Context: an optimization exercise on an open-source flow, tuned for small area and a short achievable clock period. The choices shown serve that exercise and are no tape-out recipe.
RTL that was checked went through simulation tests only; none was proved equivalent to the original.
No activity file was given, so power comes from the tool's default toggle rates.

exp/xenon:
// wb_order_restorer
module wb_order_restorer
#(
  parameter int DEPTH = 8,
  parameter int XLEN  = 32
) (
  input  logic                    clk,
  input  logic                    rst_i,
  input  logic                    in_valid_i,
  output logic                    in_ready_o,
  input  logic                    order_change_i,
  input  logic                    l1_valid_i,
  input  logic [XLEN-1:0]         l1_pc_i,
  input  logic [rv_pkg::REG_ADDR_W-1:0]   l1_rd_i,
  input  logic                    l1_we_i,
  input  logic [XLEN-1:0]         l1_data_i,
  input  logic                    l2_valid_i,
  input  logic [XLEN-1:0]         l2_pc_i,
  input  logic [rv_pkg::REG_ADDR_W-1:0]   l2_rd_i,
  input  logic                    l2_we_i,
  input  logic [XLEN-1:0]         l2_data_i,
  output logic                    c0_valid_o,
  output logic [XLEN-1:0]         c0_pc_o,
  output logic [rv_pkg::REG_ADDR_W-1:0]   c0_rd_o,
  output logic                    c0_we_o,
  output logic [XLEN-1:0]         c0_data_o,
  output logic                    c1_valid_o,
  output logic [XLEN-1:0]         c1_pc_o,
  output logic [rv_pkg::REG_ADDR_W-1:0]   c1_rd_o,
  output logic                    c1_we_o,
  output logic [XLEN-1:0]         c1_data_o,
  input  logic                    commit_ready_i,
  output logic [$clog2(DEPTH):0]  occupancy_o
);
Settings: LEC_CHECK=0, CAP_MARGIN=20, CORE_MARGIN=2, CORE_UTILIZATION=60, SETUP_SLACK_MARGIN=2.3, SLEW_MARGIN=20; clock period 4.6 ns.
standard.sh (not shown) runs the stock make flow with config.mk's settings and CLKGATE_MAP_FILE= SYNTH_SCRIPT=/design/flow/synth_recipe.tcl, a recipe that flattens the netlist after the stock synthesis.
==> flow/flow/run.sh <==
#!/bin/bash
# The standard synthesis and layout (standard.sh), except that from
# floorplan on the delay cells (clkdlybuf4s*, dlygate4sd*, dlymetal6s*) are
# added to the platform's don't-use list, so port buffering and repair use
# plain buffers. Synthesis runs first, unchanged. Each tool's output goes to a
# log file in this folder.
set -euo pipefail
bash standard.sh synth > synth.log 2>&1
# The platform's own don't-use list, as ORFS computes it for this config.
plat=$(make -C "$FLOW_HOME" DESIGN_CONFIG="$FLOW_CONFIG" WORK_HOME="$PWD/orfs" \
         print-DONT_USE_CELLS 2> print_dont_use.log | sed -n 's/^DONT_USE_CELLS: //p')
if [[ -z "$plat" ]]; then
  echo "could not read the platform's DONT_USE_CELLS" >&2
  exit 1
fi
dly=""
for c in clkdlybuf4s15_1 clkdlybuf4s15_2 clkdlybuf4s18_1 clkdlybuf4s18_2 \
         clkdlybuf4s25_1 clkdlybuf4s25_2 clkdlybuf4s50_1 clkdlybuf4s50_2 \
         dlygate4sd1_1 dlygate4sd2_1 dlygate4sd3_1 \
         dlymetal6s2s_1 dlymetal6s4s_1 dlymetal6s6s_1; do
  dly="$dly sky130_fd_sc_hd__$c"
done
echo "DONT_USE_CELLS=$plat$dly" > dont_use.txt
bash standard.sh "DONT_USE_CELLS=$plat$dly" finish > layout.log 2>&1
exp/xenon closes out successfully: all stages finished, all timing, DRC and antenna checks passed.
The following lists how exp/nickel was set up differently from exp/xenon:
- a change of CORE_UTILIZATION from 60 to 70
Results
- Diff exp/nickel and exp/xenon: post-layout utilization of the core higher in exp/nickel
- Changes observed in exp/nickel relative to exp/xenon: final worst setup slack down 0.082 ns, global-route usage up 4.3 points.
The following lists how exp/fjord was set up differently from exp/nickel:
- CORE_UTILIZATION changed from 70 to 60
- SETUP_SLACK_MARGIN changed from 2.3 to 2.45
==> notes.md <==
- exp/fjord | status: complete | timing, DRC, antenna: pass
- NOTE: final weighted congestion of routability-driven global placement in exp/fjord falls short of that of exp/nickel
- Diff exp/fjord and exp/nickel: clock-buffer cell count lower in exp/fjord
- Finished layout cell area: exp/fjord vs exp/nickel up 870 um2
- In the final design statistics, exp/fjord uses more standard cells in total than exp/nickel.
- From exp/nickel to exp/fjord the numbers moved as follows: clock distribution area overhead in the final layout went down; hold slack went up; number of placement rows went up; met3 wire length went down.
- Diff exp/fjord and exp/nickel: post-layout minimum cycle time higher in exp/nickel
- exp/fjord vs exp/nickel — global-route usage dropped 4.0 points.
- As of exp/fjord, total power had risen by a few percent compared to exp/nickel.
### exp/fjord -> exp/tundra
- swapping 2.45 for 2.6 in SETUP_SLACK_MARGIN
- | via count | higher: exp/tundra |
- Final critical-path setup slack (exp/tundra over exp/fjord): increase, 0.032 ns
- Per the comparison of exp/tundra with exp/fjord, number of placed instances with taps included held steady, via count of the first global-routing pass grew by 572.
- Compared with exp/fjord, exp/tundra shows a lower share of the cycle needed by the critical path after routing.
- The lower critical path depth of exp/fjord and exp/tundra is in exp/tundra.
- Relative to exp/fjord, the length of routed met3 wiring measured on exp/tundra has increased by more than a quarter.
- exp/fjord vs exp/tundra, beginning of the critical path: u_fifo.ri_o[0] vs ready
- As of exp/tundra, final estimated routing congestion in global placement had risen slightly compared to exp/fjord.
- Taking exp/fjord as the reference, in exp/tundra number of cells in the finished layout apart from fillers rose 215, register fraction of the total cell area fell 4.0 points.

========
wb_order_restorer, a different RTL version from the one above (not shown whole).
Size in the first run: roughly 1700 cells after synthesis, ~290 I/O pins, ~25000 sq um of cells after synthesis.
export LEC_CHECK = 0
export CAP_MARGIN = 20
export CORE_MARGIN = 2
export CORE_UTILIZATION = 40
export SETUP_SLACK_MARGIN = 2.3
export SLEW_MARGIN = 20
create_clock -name core_clock -period 4.6 [get_ports {clk}]
Scripts as last shown in full above: flow/flow/run.sh
Rerun with:
- CORE_UTILIZATION: 40 -> 60
- SETUP_SLACK_MARGIN: 2.3 -> 2.5
The changed run produced a clean layout.
Final area increases slightly.
Power falls slightly.
Via count grows by a few percent.
Area after synthesis does not change.
Critical path depth does not change.
First-iteration DRC count goes up by well over a third.
Cell count came out lower by a little under a tenth.
Count of clock-buffer cells in the layout went down by 2.
Core utilization rose by 26 points.
Rerun with:
- SETUP_SLACK_MARGIN: 2.5 -> 2.7
Result:
- The changed run completed with no timing, DRC or antenna violations
- routed wire length is higher by 36%
- cell count is higher by 12%
- register-to-register slack is worse by 40 ps
- clock-buffer cell count is lower by 15
- synthesized cell count stays the same
- worst setup slack is worse by 49 ps
Function was not checked in any run of this note: the RTL went through the layout flow alone.

========
Another version of the RTL of wb_order_restorer (not shown whole).
Size: ~1800 cells after synthesis, ~290 I/O pins.
clock: 4.6 ns
lec_check: 0
cap_margin: 20
core_margin: 2
core_utilization: 60
setup_slack_margin: 2.3
slew_margin: 20
Scripts as last shown in full above: flow/flow/run.sh
The first run completed with no timing, DRC or antenna violations.
Rerun with:
SETUP_SLACK_MARGIN = 2.2   (was 2.3)
=> Via count shrinks by 0.95%. Register-to-register slack degrades by 0.03 ns. Power grows by 0.36%. Wire length shrinks by 2.8%. Critical path depth grows by 1. Worst hold slack improves by 0.16 ns.
Function was not checked in any run of this note: the RTL went through the layout flow alone.

========
wb_order_restorer, a different RTL version from the one above (not shown whole).
Size: ~600 flip-flops, roughly 290 I/O pins, ~25000 um2 of cells after synthesis.
Settings: LEC_CHECK=0, CAP_MARGIN=20, CORE_MARGIN=2, CORE_UTILIZATION=40, SETUP_SLACK_MARGIN=2.3, SLEW_MARGIN=20; clock period 4.6 ns.
Scripts as last shown in full above: flow/flow/run.sh
The starting point produced a clean layout.
Rerun with:
Settings changed: SETUP_SLACK_MARGIN 2.3 to 2.0.
What happened: Global-route usage is about the same; design area decreases by about 3%; worst setup slack got worse by 0.28 ns; wire length is lower by 0.47%; first-iteration DRC count rises by 13%.
Rerun with:
Settings changed: CORE_UTILIZATION 40 to 60, SETUP_SLACK_MARGIN 2.0 to 2.3.
Outcome:
- The new run completed with no timing, DRC or antenna violations
- via count rises by about 1.4%
- maximum frequency rises by about 12%
- die area falls by 33%
- combinational power rises by 10%
- final area rises by 0.43%
- clock power falls by 6.4%
- worst setup slack gains 0.28 ns
- core utilization rises by 24 points
- area after synthesis is unchanged
- wire length falls by about 4%

========
wb_order_restorer, a different RTL version from the one above (not shown whole).
Size in the first run: about 1,600 cells after synthesis, ~590 flip-flops, ~290 I/O pins, roughly 25,000 um^2 of cells after synthesis.
Settings: LEC_CHECK=0, CAP_MARGIN=20, CORE_MARGIN=2, CORE_UTILIZATION=40, SETUP_SLACK_MARGIN=3.1, SLEW_MARGIN=20; clock period 4.6 ns.
run.sh (not shown) runs the stock make flow with config.mk's settings and CLKGATE_MAP_FILE= SYNTH_SCRIPT=/design/flow/synth_recipe.tcl, a recipe that flattens the netlist after the stock synthesis.
Stock flow here: none of the scripts above is used.
The baseline finished clean.
Next try:
--- a/flow/config.mk
+++ b/flow/config.mk
@@ -9,4 +9,4 @@
 export CORE_MARGIN = 2
 export CORE_UTILIZATION = 40
-export SETUP_SLACK_MARGIN = 3.1
+export SETUP_SLACK_MARGIN = 2.7
 export SLEW_MARGIN = 20
What happened:
- die area stays the same
- worst setup slack gets worse by 0.042 ns
- via count fell by a little under a tenth
- total power fell by a few percent
- wire length fell by roughly a tenth
- utilization fell by 1.8 points
- flip-flop and latch count does not change
- design area fell by a few percent
- synthesized area stays the same
Next try:
==> flow/flow/run.sh (new file) <==
#!/bin/bash
# Standard synthesis and layout (the standard.sh), except that the delay
# cells (clkdlybuf4s*, dlygate*, dlymetal*) are kept out of placement, port
# buffering and repair, so ports get plain buffers. Synthesis runs first,
# unchanged. Each tool's output goes to a log file in this folder.
set -euo pipefail
bash standard.sh synth > synth.log 2>&1
dly=""
for c in clkdlybuf4s15_1 clkdlybuf4s15_2 clkdlybuf4s18_1 clkdlybuf4s18_2 \
         clkdlybuf4s25_1 clkdlybuf4s25_2 clkdlybuf4s50_1 clkdlybuf4s50_2 \
         dlygate4sd1_1 dlygate4sd2_1 dlygate4sd3_1 \
         dlymetal6s2s_1 dlymetal6s4s_1 dlymetal6s6s_1; do
  dly="$dly sky130_fd_sc_hd__$c"
done
# the platform's config.mk appends its own list with +=
export DONT_USE_CELLS="$dly"
bash standard.sh > layout.log 2>&1
==> flow/standard.sh (new file) <==
#!/bin/bash
# synth_recipe.tcl (not shown) runs the flow's synth.tcl, then flattens the netlist and writes it again
# the make line also repeats each setting of config.mk as NAME=value (left out here)
make -C /OpenROAD-flow-scripts/flow DESIGN_CONFIG=/design/flow/config.mk WORK_HOME=/design/flow/orfs CLKGATE_MAP_FILE= SYNTH_SCRIPT=/design/flow/synth_recipe.tcl "${@:-finish}"
--- a/flow/config.mk
+++ b/flow/config.mk
@@ -9,4 +9,4 @@
 export CORE_MARGIN = 2
 export CORE_UTILIZATION = 40
-export SETUP_SLACK_MARGIN = 2.7
+export SETUP_SLACK_MARGIN = 2.3
 export SLEW_MARGIN = 20
removed: flow/run.sh
Outcome: Clock power drops by about 1%. Sequential cell count does not change. Total power drops by 5.1%. Via count drops by 12%. Worst hold slack got worse by 0.0040 ns. Global-route usage drops by 7.1 points.
No run of this note included a check of the RTL's function; only the layout flow was run.

[separate check: timing with driven ports]
No port has a modelled driver above. Below, the same layouts with a new extraction and two added sets of constraints.
Step 1, drivers: a clkbuf_16 drives clk and a buf_2 each remaining input, both assumed.
Step 2 moves the port delays by t, midway between the first and last clock arrival at a register: inputs arrive t later, outputs are due t later. That takes back most of the time a late clock gives input paths.
Three values: no drivers, after step 1, after step 2; two values: the first two.
| run | t (ns) | slack for setup (ns) | pins driven straight from the clock port |
|---|---|---|---|
| exp/xenon | 0.673 | 2.326 / 2.306 / 1.682 | 1 |
| exp/nickel | 0.661 | 2.244 / 2.244 / 1.664 | 1 |
| exp/fjord | 0.678 | 2.375 / 2.358 / 1.893 | 1 |
| exp/tundra | 0.690 | 2.407 / 2.345 / 1.834 | 1 |
| the first run of note 2 | 0.651 | 2.303 / 2.289 / 1.665 | 1 |
| the second run of note 2 | 0.665 | 2.302 / 2.311 / 1.646 | 1 |
| the third run of note 2 | 0.683 | 2.252 / 2.267 / 1.584 | 1 |
| the first run of note 3 | 0.677 | 2.287 / 2.289 / 1.638 | 1 |
| the second run of note 3 | 0.669 | 2.219 / 2.255 / 1.586 | 1 |
| the first run of note 4 | 0.659 | 2.304 / 2.292 / 1.633 | 1 |
| the second run of note 4 | 0.659 | 2.027 / 2.062 / 1.404 | 1 |
| the third run of note 4 | 0.677 | 2.311 / 2.280 / 1.654 | 1 |
| the first run of note 5 | 0.719 | 2.212 / 2.212 / 1.596 | 1 |
| the second run of note 5 | 0.712 | 2.169 / 2.169 / 1.513 | 1 |
| the third run of note 5 | 0.689 | 2.226 / 2.226 / 1.611 | 1 |
After both steps every run listed still meets setup and hold. The setup slack of the first run of note 4, which loses most, moves by -0.012 ns with the drivers and by -0.671 ns with both steps.
